This is an optimization exercise on Yosys and OpenROAD, whose aim is small area, not a production implementation.
Only simulation tests tie the RTL to the original design; equivalence was not proved.

==> 01-18: inputs <==
==> flow/design.v <==
`timescale 1ns/1ps
package kavach_pkg;
    localparam int TIMESTAMP_WIDTH = 16;
    typedef logic [11:0] adc_sample_t;
    typedef enum logic [1:0] {
        SEV_NONE   = 2'd0,
        SEV_MINOR  = 2'd1,
        SEV_MAJOR  = 2'd2,
        SEV_SEVERE = 2'd3
    } severity_e;
    typedef enum logic [2:0] {
        LVL_NONE     = 3'd0,
        LVL_LOW      = 3'd1,
        LVL_MEDIUM   = 3'd2,
        LVL_HIGH     = 3'd3,
        LVL_CRITICAL = 3'd4
    } threat_level_e;
    typedef enum logic [3:0] {
        ATK_NONE         = 4'd0,
        ATK_POWER_GLITCH = 4'd1,
        ATK_THERMAL      = 4'd2,
        ATK_COMBINED     = 4'd3
    } attack_type_e;
    typedef struct packed {
        logic      volt_anomaly;
        logic      curr_anomaly;
        severity_e severity;
    } power_flags_t;
    typedef struct packed {
        logic      temp_hi;
        logic      temp_lo;
        logic      sustained;
        severity_e severity;
    } temp_flags_t;
    typedef struct packed {
        threat_level_e level;
        attack_type_e  attack_type;
        logic [7:0]    score;
    } threat_t;
    typedef struct packed {
        logic alert_irq;
        logic clk_throttle_en;
        logic bus_isolate;
        logic sys_lockdown;
        logic crypto_zeroize;
    } response_t;
    typedef struct packed {
        logic [TIMESTAMP_WIDTH-1:0] timestamp;
        threat_t                    threat;
        adc_sample_t                snap_vdd;
        adc_sample_t                snap_temp;
    } forensic_entry_t;
endpackage
`timescale 1ns/1ps
module kavach_top (
    input  logic        clk,
    input  logic        reset,
    input  logic [11:0] vdd_sample,
    input  logic [11:0] idd_sample,
    input  logic [11:0] temp_sample,
    input  logic        sample_valid,
    input  logic [2:0]  forensic_read_slot,
    input  logic        forensic_read_req,
    input  logic        forensic_read_ack,
    output logic [14:0] threat,
    output logic [4:0]  response,
    output logic [54:0] forensic_entry,
    output logic        forensic_read_valid,
    output logic [3:0]  forensic_count
);
    function automatic logic gt_c(input logic [11:0] x, input logic [11:0] c);
        logic gt, eq;
        gt = 1'b0;
        eq = 1'b1;
        for (int i = 11; i >= 0; i--) begin
            gt = gt | (eq & x[i] & !c[i]);
            eq = eq & (x[i] == c[i]);
        end
        gt_c = gt;
    endfunction
    function automatic logic lt_c(input logic [11:0] x, input logic [11:0] c);
        logic lt, eq;
        lt = 1'b0;
        eq = 1'b1;
        for (int i = 11; i >= 0; i--) begin
            lt = lt | (eq & !x[i] & c[i]);
            eq = eq & (x[i] == c[i]);
        end
        lt_c = lt;
    endfunction
    function automatic logic [12:0] sub12(input logic [11:0] a, input logic [11:0] b);
        logic [12:0] r;
        logic c;
        c = 1'b1;
        for (int i = 0; i < 12; i++) begin
            r[i] = a[i] ^ !b[i] ^ c;
            c    = (a[i] & !b[i]) | (a[i] & c) | (!b[i] & c);
        end
        r[12] = !c;
        sub12 = r;
    endfunction
    function automatic logic [11:0] add12_s5(input logic [11:0] a, input logic [4:0] b);
        logic [4:0] lo;
        logic [6:0] inc, dec;
        logic c, ci, bi;
        c = 1'b0;
        for (int i = 0; i < 5; i++) begin
            lo[i] = a[i] ^ b[i] ^ c;
            c     = (a[i] & b[i]) | (a[i] & c) | (b[i] & c);
        end
        ci = 1'b1;
        bi = 1'b1;
        for (int i = 0; i < 7; i++) begin
            inc[i] = a[i+5] ^ ci;
            ci     = ci & a[i+5];
            dec[i] = a[i+5] ^ bi;
            bi     = bi & !a[i+5];
        end
        if (b[4] == c)
            add12_s5 = {a[11:5], lo};
        else if (c)
            add12_s5 = {inc, lo};
        else
            add12_s5 = {dec, lo};
    endfunction
    function automatic logic [1:0] grade(input logic [12:0] d, input logic [11:0] t);
        logic o1, o2, o4;
        if (!d[12]) begin
            o1 = gt_c(d[11:0], t);
            o2 = gt_c(d[11:0], t << 1);
            o4 = gt_c(d[11:0], t << 2);
        end else begin
            o1 = lt_c(d[11:0], 12'(4096 - 32'(t)));
            o2 = lt_c(d[11:0], 12'(4096 - 2 * 32'(t)));
            o4 = lt_c(d[11:0], 12'(4096 - 4 * 32'(t)));
        end
        grade = o4 ? 2'd3 : o2 ? 2'd2 : o1 ? 2'd1 : 2'd0;
    endfunction
    function automatic logic [2:0] level_of(input logic [1:0] p, input logic [1:0] t);
        level_of = ((p > t) ? {1'b0, p} : {1'b0, t}) + {2'b00, (p != 2'd0) && (t != 2'd0)};
    endfunction
    function automatic logic [14:0] threat_of(input logic [1:0] p, input logic [1:0] t);
        logic [1:0] atk;
        logic [2:0] sum;
        atk = {t != 2'd0, p != 2'd0};
        sum = {1'b0, p} + {1'b0, t};
        threat_of = {level_of(p, t), 2'b00, atk, sum, 5'b00000};
    endfunction
    logic        primed;
    logic [11:0] volt_base, curr_base;
    logic [12:0] volt_diff, curr_diff;
    logic [1:0]  volt_sev, curr_sev, psev_next;
    logic [1:0]  psev;               
    assign volt_diff  = sub12(vdd_sample, volt_base);
    assign curr_diff  = sub12(idd_sample, curr_base);
    assign volt_sev   = grade(volt_diff, 12'd200);
    assign curr_sev   = grade(curr_diff, 12'd150);
    assign psev_next  = (volt_sev > curr_sev) ? volt_sev : curr_sev;
    always_ff @(posedge clk) begin
        if (reset) begin
            primed    <= 1'b0;
            volt_base <= '0;
            curr_base <= '0;
        end else if (sample_valid) begin
            primed <= 1'b1;
            if (!primed) begin
                volt_base <= vdd_sample;
                curr_base <= idd_sample;
            end else begin
                if (volt_sev == 2'd0)
                    volt_base <= add12_s5(volt_base, volt_diff[8:4]);
                if (curr_sev == 2'd0)
                    curr_base <= add12_s5(curr_base, curr_diff[8:4]);
            end
        end
    end
    always_ff @(posedge clk) begin
        if (reset || !primed)
            psev <= 2'd0;
        else
            psev <= psev_next;
    end
    logic [1:0] hi_count;
    logic       cold;
    logic       hot_now;
    logic [1:0] tsev;
    assign hot_now = gt_c(temp_sample, 12'd150);
    always_ff @(posedge clk) begin
        if (reset)
            hi_count <= '0;
        else if (sample_valid)
            hi_count <= !hot_now ? 2'd0 : (hi_count == 2'd3) ? 2'd3 : hi_count + 2'd1;
    end
    always_ff @(posedge clk)
        cold <= lt_c(temp_sample, 12'd100);
    assign tsev = (hi_count == 2'd3) ? 2'd3 : (hi_count != 2'd0) ? 2'd2 : {1'b0, cold};
    logic       flags_valid, threat_valid;
    logic       quiet;                   
    logic [1:0] thr_p, thr_t;            
    logic [2:0] cand_level, thr_level;
    assign cand_level = level_of(psev, tsev);
    assign thr_level  = level_of(thr_p, thr_t);
    always_ff @(posedge clk) begin
        if (reset) begin
            flags_valid  <= 1'b0;
            threat_valid <= 1'b0;
            quiet        <= 1'b0;
            thr_p        <= '0;
            thr_t        <= '0;
        end else begin
            flags_valid  <= sample_valid;
            threat_valid <= flags_valid;
            if (flags_valid) begin
                quiet <= (cand_level == 3'd0);
                if (cand_level >= thr_level) begin
                    thr_p <= psev;
                    thr_t <= tsev;
                end else if (cand_level == 3'd0 && quiet) begin
                    thr_p <= '0;
                    thr_t <= '0;
                end
            end
        end
    end
    assign threat = threat_of(thr_p, thr_t);
    logic [2:0] prev_level;
    logic       lockdown;
    logic       capture;
    always_ff @(posedge clk) begin
        if (reset) begin
            prev_level <= '0;
            lockdown   <= 1'b0;
            capture    <= 1'b0;
        end else begin
            capture <= threat_valid && (thr_level > prev_level) && (thr_level >= 3'd2);
            if (threat_valid) begin
                prev_level <= thr_level;
                if (thr_level == 3'd4)
                    lockdown <= 1'b1;
            end
        end
    end
    assign response = {prev_level != 3'd0, prev_level >= 3'd2, prev_level >= 3'd3,
                       lockdown, lockdown};
    localparam int EW = 44;
    logic [15:0]   cycle_count;
    logic [11:0]   snap_vdd, snap_temp;
    logic [2:0]    wr_ptr;
    logic          full;
    logic          read_valid;
    logic [EW-1:0] log_mem [0:7];
    logic [EW-1:0] entry;
    logic [EW-1:0] new_entry;
    logic [15:0] cycle_next;
    always_comb begin
        logic c;
        c = 1'b1;
        for (int i = 0; i < 16; i++) begin
            cycle_next[i] = cycle_count[i] ^ c;
            c             = c & cycle_count[i];
        end
    end
    assign new_entry = {cycle_count, thr_p, thr_t, snap_vdd, snap_temp};
    always_ff @(posedge clk) begin
        if (sample_valid) begin
            snap_vdd  <= vdd_sample;
            snap_temp <= temp_sample;
        end
    end
    logic [7:0] row_we;
    logic       rd_take;
    logic [7:0] rd_sel;
    assign rd_take = forensic_read_req && !read_valid;
    always_comb begin
        for (int k = 0; k < 8; k++) begin
            row_we[k] = capture && (wr_ptr == 3'(k));
            rd_sel[k] = !read_valid && (forensic_read_slot == 3'(k));
        end
    end
    always_ff @(posedge clk) begin
        for (int k = 0; k < 8; k++)
            log_mem[k] <= (new_entry & {EW{row_we[k]}}) | (log_mem[k] & {EW{!row_we[k]}});
    end
    logic [EW-1:0] entry_next;
    always_comb begin
        entry_next = entry & {EW{read_valid}};
        for (int k = 0; k < 8; k++)
            entry_next = entry_next | (log_mem[k] & {EW{rd_sel[k]}});
    end
    always_ff @(posedge clk)
        entry <= entry_next;
    always_ff @(posedge clk) begin
        if (reset) begin
            cycle_count <= '0;
            wr_ptr      <= '0;
            full        <= 1'b0;
            read_valid  <= 1'b0;
        end else begin
            cycle_count <= cycle_next;
            if (capture) begin
                wr_ptr <= wr_ptr + 3'd1;
                if (wr_ptr == 3'd7)
                    full <= 1'b1;
            end
            if (read_valid) begin
                if (forensic_read_ack)
                    read_valid <= 1'b0;
            end else if (forensic_read_req) begin
                read_valid <= 1'b1;
            end
        end
    end
    assign forensic_entry      = {entry[43:28], threat_of(entry[27:26], entry[25:24]), entry[23:0]};
    assign forensic_read_valid = read_valid;
    assign forensic_count      = full ? 4'd8 : {1'b0, wr_ptr};
endmodule
==> flow/flow/run.sh <==
#!/bin/bash
# Layout flow: the standard synthesis, then the combinational logic is
# mapped again by ABC for area (every flip-flop, its name, its cell and the
# nets around it are kept), then the standard ORFS layout from floorplan on.
# Ports are buffered with the smallest buffer, and clock tree synthesis
# adds no dummy loads. Each tool writes its full output to a log here.
set -euo pipefail
HERE=$(pwd)
R=$HERE/orfs/results/$FLOW_PLATFORM/kavach_top/base
LIB=$FLOW_HOME/platforms/sky130hd/lib/sky130_fd_sc_hd__tt_025C_1v80.lib

export BUFFER_PORTS_ARGS="-buffer_cell sky130_fd_sc_hd__buf_1"
export CTS_ARGS="-sink_clustering_enable -repair_clock_nets -sink_clustering_size 30 -sink_clustering_max_diameter 100 -dont_use_dummy_load"

# 1. standard synthesis
bash standard.sh synth > synth.log 2>&1

# 2. area re-mapping of the combinational logic
cp "$R/1_2_yosys.v" "$HERE/standard_synth.v"
printf 'set_driving_cell sky130_fd_sc_hd__buf_1\nset_load 5\n' > "$HERE/abc.constr"
cat > "$HERE/remap.ys" <<EOY
read_liberty -ignore_miss_func $LIB
blackbox sky130_fd_sc_hd__dfxtp_1 sky130_fd_sc_hd__edfxtp_1 sky130_fd_sc_hd__conb_1
read_verilog $HERE/standard_synth.v
hierarchy -top $FLOW_TOP
flatten
rename -hide w:*.*
opt_clean -purge
abc -liberty $LIB -dont_use *probe* -dont_use *lpflow* -dont_use *clkdly* -script $HERE/flow/remap.abc -constr $HERE/abc.constr -D 8000
opt_clean -purge
stat -liberty $LIB
write_verilog -noattr -nohex -nodec $HERE/remapped.v
EOY
yosys -l "$HERE/remap.log" "$HERE/remap.ys" > /dev/null 2>&1
cp "$HERE/remapped.v" "$R/1_2_yosys.v"
rm -f "$R/1_synth.odb" "$R/1_synth.sdc"

# 3. standard layout from the re-mapped netlist
bash standard.sh > layout.log 2>&1
==> flow/flow/remap.abc <==
strash
&get -n
&deepsyn -T 60
&put
dch -f
amap
topo
==> flow/standard.sh <==
#!/bin/bash
# synth_recipe.tcl (not shown) runs the flow's synth.tcl, then flattens the netlist and writes it again
# the make line also repeats each setting of config.mk as NAME=value (left out here)
make -C /OpenROAD-flow-scripts/flow DESIGN_CONFIG=/design/flow/config.mk WORK_HOME=/design/flow/orfs CLKGATE_MAP_FILE= SYNTH_SCRIPT=/design/flow/synth_recipe.tcl "${@:-finish}"
==> flow/config.mk <==
export PLATFORM = sky130hd
export DESIGN_NAME = kavach_top
export DESIGN_NICKNAME = kavach_top
export VERILOG_FILES = /design/flow/design.v
export SDC_FILE = /design/flow/constraint.sdc
export NUM_CORES = 4
export LEC_CHECK = 0
export CAP_MARGIN = 20
export CORE_MARGIN = 2
export CORE_UTILIZATION = 40
export SLEW_MARGIN = 20
==> flow/constraint.sdc <==
create_clock -name core_clock -period 8.0 [get_ports {clk}]
set_input_delay 1.6000 -clock core_clock [delete_from_list [all_inputs] [get_ports {clk}]]
set_output_delay 1.6000 -clock core_clock [all_outputs]
set_load 0.01 [all_outputs]
==> 06-11: changes against 01-18 <==
--- a/flow/flow/run.sh
+++ b/flow/flow/run.sh
@@ -5,3 +5,3 @@
 # Ports are buffered with the smallest buffer, and clock tree synthesis
-# adds no dummy loads. Each tool writes its full output to a log here.
+
 set -euo pipefail
@@ -12,3 +12,3 @@
 export BUFFER_PORTS_ARGS="-buffer_cell sky130_fd_sc_hd__buf_1"
-export CTS_ARGS="-sink_clustering_enable -repair_clock_nets -sink_clustering_size 30 -sink_clustering_max_diameter 100 -dont_use_dummy_load"
+export CTS_ARGS="-sink_clustering_enable -repair_clock_nets -sink_clustering_size 16 -sink_clustering_max_diameter 80 -dont_use_dummy_load -buf_list sky130_fd_sc_hd__clkbuf_8"
 
==> summary.txt <==
vias in the first global route=10590; outcome=timing/DRC/antenna clean; hold_sp=prev_level[2]; worst-margin pin slew=986.3 ps; Finished Layout Cells=1927; post-layout min period=6015 ps; Clk Latency, worst-skew pair=560 ps; Critical R2R Capture=volt_base[9]; WL per Instance=22.60 µm; Seq/total area=0.6888; DR vias=11170; met3 WL=3568 µm; fill count=3902; final worst slack=1985 ps; CP arrival=6370 ps; GRT Overall Usage=0.1903; CTS H-tree lvls=1; nets=1388
The numbers above come from 01-18.

==> summary.txt <==
final worst slack=2071 ps; Critical R2R Capture=volt_base[8]; Finished Layout Cells=1942; vias in the first global route=10740; Clk Latency, worst-skew pair=610 ps; nets=1403; WL per Instance=22.72 µm; outcome=timing/DRC/antenna clean; worst-margin pin slew=1017 ps; post-layout min period=5929 ps; met3 WL=3906 µm; Seq/total area=0.6899
The numbers above come from 06-11.


==> job 6757: inputs <==
Starts from the design.v that is shown in full above.
Settings: LEC_CHECK=0, CAP_MARGIN=20, CORE_MARGIN=2, CORE_UTILIZATION=40, SLEW_MARGIN=20; clock period 8.0 ns.
standard.sh (not shown) runs the stock make flow with config.mk's settings and CLKGATE_MAP_FILE= SYNTH_SCRIPT=/design/flow/synth_recipe.tcl, a recipe that flattens the netlist after the stock synthesis.
==> flow/flow/run.sh <==
#!/bin/bash
# Layout flow: the standard synthesis, then the combinational logic is
# mapped again by ABC for area (every flip-flop, its name, its cell and the
# nets around it are kept), then the standard ORFS layout from floorplan on.
# Changes to the standard layout: ports are buffered with the smallest
# buffer, the one tie cell of synthesis drives all constant outputs, and
# clock tree synthesis uses clkbuf_8 leaves and adds no dummy loads.
# Each tool writes its full output to a log file in this folder.
set -euo pipefail
HERE=$(pwd)
R=$HERE/orfs/results/$FLOW_PLATFORM/kavach_top/base
LIB=$FLOW_HOME/platforms/sky130hd/lib/sky130_fd_sc_hd__tt_025C_1v80.lib

export SKIP_REPAIR_TIE_FANOUT=1
export BUFFER_PORTS_ARGS="-buffer_cell sky130_fd_sc_hd__buf_1"
export CTS_ARGS="-sink_clustering_enable -repair_clock_nets -sink_clustering_size 10 -sink_clustering_max_diameter 60 -dont_use_dummy_load -buf_list sky130_fd_sc_hd__clkbuf_4"

# 1. standard synthesis
bash standard.sh synth > synth.log 2>&1

# 2. area re-mapping of the combinational logic
cp "$R/1_2_yosys.v" "$HERE/standard_synth.v"
printf 'set_driving_cell sky130_fd_sc_hd__buf_1\nset_load 5\n' > "$HERE/abc.constr"
cat > "$HERE/remap.ys" <<EOY
read_liberty -ignore_miss_func $LIB
blackbox sky130_fd_sc_hd__dfxtp_1 sky130_fd_sc_hd__edfxtp_1 sky130_fd_sc_hd__conb_1
read_verilog $HERE/standard_synth.v
hierarchy -top $FLOW_TOP
flatten
rename -hide w:*.*
opt_clean -purge
abc -liberty $LIB -dont_use *probe* -dont_use *lpflow* -dont_use *clkdly* -script $HERE/flow/remap.abc -constr $HERE/abc.constr -D 8000
opt_clean -purge
stat -liberty $LIB
write_verilog -noattr -nohex -nodec $HERE/remapped.v
EOY
yosys -l "$HERE/remap.log" "$HERE/remap.ys" > /dev/null 2>&1
cp "$HERE/remapped.v" "$R/1_2_yosys.v"
rm -f "$R/1_synth.odb" "$R/1_synth.sdc"

# 3. standard layout from the re-mapped netlist
bash standard.sh > layout.log 2>&1
==> flow/flow/remap.abc <==
strash
&get -n
&deepsyn -T 60
&put
dch -f
amap
topo
==> job 7165: changes against job 6757 <==
--- a/flow/design.v
+++ b/flow/design.v
@@ -191,8 +191,12 @@
         else if (sample_valid)
             hi_count <= !hot_now ? 2'd0 : (hi_count == 2'd3) ? 2'd3 : hi_count + 2'd1;
     end
-    always_ff @(posedge clk)
-        cold <= lt_c(temp_sample, 12'd100);
+    always_ff @(posedge clk) begin
+        if (reset)
+            cold <= 1'b0;
+        else
+            cold <= lt_c(temp_sample, 12'd100);
+    end
     assign tsev = (hi_count == 2'd3) ? 2'd3 : (hi_count != 2'd0) ? 2'd2 : {1'b0, cold};
     logic       flags_valid, threat_valid;
     logic       quiet;                   
@@ -274,7 +278,7 @@
     always_comb begin
         for (int k = 0; k < 8; k++) begin
             row_we[k] = capture && (wr_ptr == 3'(k));
-            rd_sel[k] = !read_valid && (forensic_read_slot == 3'(k));
+            rd_sel[k] = rd_take && (forensic_read_slot == 3'(k));
         end
     end
     always_ff @(posedge clk) begin
@@ -283,7 +287,7 @@
     end
     logic [EW-1:0] entry_next;
     always_comb begin
-        entry_next = entry & {EW{read_valid}};
+        entry_next = entry & {EW{!rd_take}};
         for (int k = 0; k < 8; k++)
             entry_next = entry_next | (log_mem[k] & {EW{rd_sel[k]}});
     end
==> flow/run.sh (new file) <==
#!/bin/bash
# synth_recipe.tcl (not shown) runs the flow's synth.tcl, then flattens the netlist and writes it again
# the make line also repeats each setting of config.mk as NAME=value (left out here)
make -C /OpenROAD-flow-scripts/flow DESIGN_CONFIG=/design/flow/config.mk WORK_HOME=/design/flow/orfs CLKGATE_MAP_FILE= SYNTH_SCRIPT=/design/flow/synth_recipe.tcl finish
CTS_CLUSTER_DIAMETER = 100   (was not set)
CTS_CLUSTER_SIZE = 30   (was not set)
removed: flow/flow/run.sh
removed: flow/flow/remap.abc
removed: flow/standard.sh
==> results.yml <==
cells_and_area:
  final_layout_non_clock_buffer_area_share_pct: 5.68
  multi_input_logic_cell_count: 650
outcome:
  status: "timing/DRC/antenna clean"
clock_network:
  clk_pin_slew_ns: 0.12
  cts-root-buf: "clkbuf_16"
power_and_ir_drop:
  report.power.total_mw: 4.73
worst_setup_path:
  worst_ep_required_time_ns: 8.47
  arrival_ns: 8.09
timing:
  max_clock_freq_mhz: 131
floorplan:
  die_h_um: 225
# the run above: job 7165

==> results.yml <==
floorplan:
  tap_cells: 585
  die_h_um: 213
worst_setup_path:
  worst_ep_required_time_ns: 8.60
cells_and_area:
  finished_layout_cells: 1949
  multi_input_logic_cell_count: 608
  final_layout_non_clock_buffer_area_share_pct: 2.91
outcome:
  status: "timing/DRC/antenna clean"
grt:
  met2_demand_to_capacity_share_in_global_routing_pct: 31.2
clock_network:
  clk_pin_slew_ns: 0.11
  cts-root-buf: "clkbuf_4"
# the run above: job 6757

[afterwards: timing with drivers on the ports]
No port has a modelled driver above. Below, the same layouts with a new extraction and two added sets of constraints. Step 1 assumes that a clkbuf_16 drives the clock port and a buf_2 every other input. Step 2 adds t to the input delays and takes it off the output delays; t is the mean of the earliest and latest rising clock arrival at the registers after step 1. Input paths then give back, and output paths get back, about the clock's delay inside the block. Three values: no drivers, after step 1, after step 2; two values: the first two.
run | t, ns | setup WS [ns] | clock arrival spread, ns | worst register clock-pin slew, ns
01-18 | 0.574 | 1.985 / 2.003 / 1.429 | 0.092 / 0.092 | 0.11 / 0.11
06-11 | 0.620 | 2.071 / 2.088 / 1.468 | 0.093 / 0.094 | 0.11 / 0.11
job 6757 | 0.805 | 2.314 / 2.341 / 1.536 | 0.156 / 0.155 | 0.11 / 0.11
job 7165 | 0.618 | 0.382 / 0.417 / -0.201 | 0.029 / 0.030 | 0.12 / 0.12
With both steps, setup timing fails in job 7165, where it was met with ideal ports. For job 6757, which loses most, drivers alone change the setup slack by +0.027 ns; drivers and shift together by -0.778 ns.
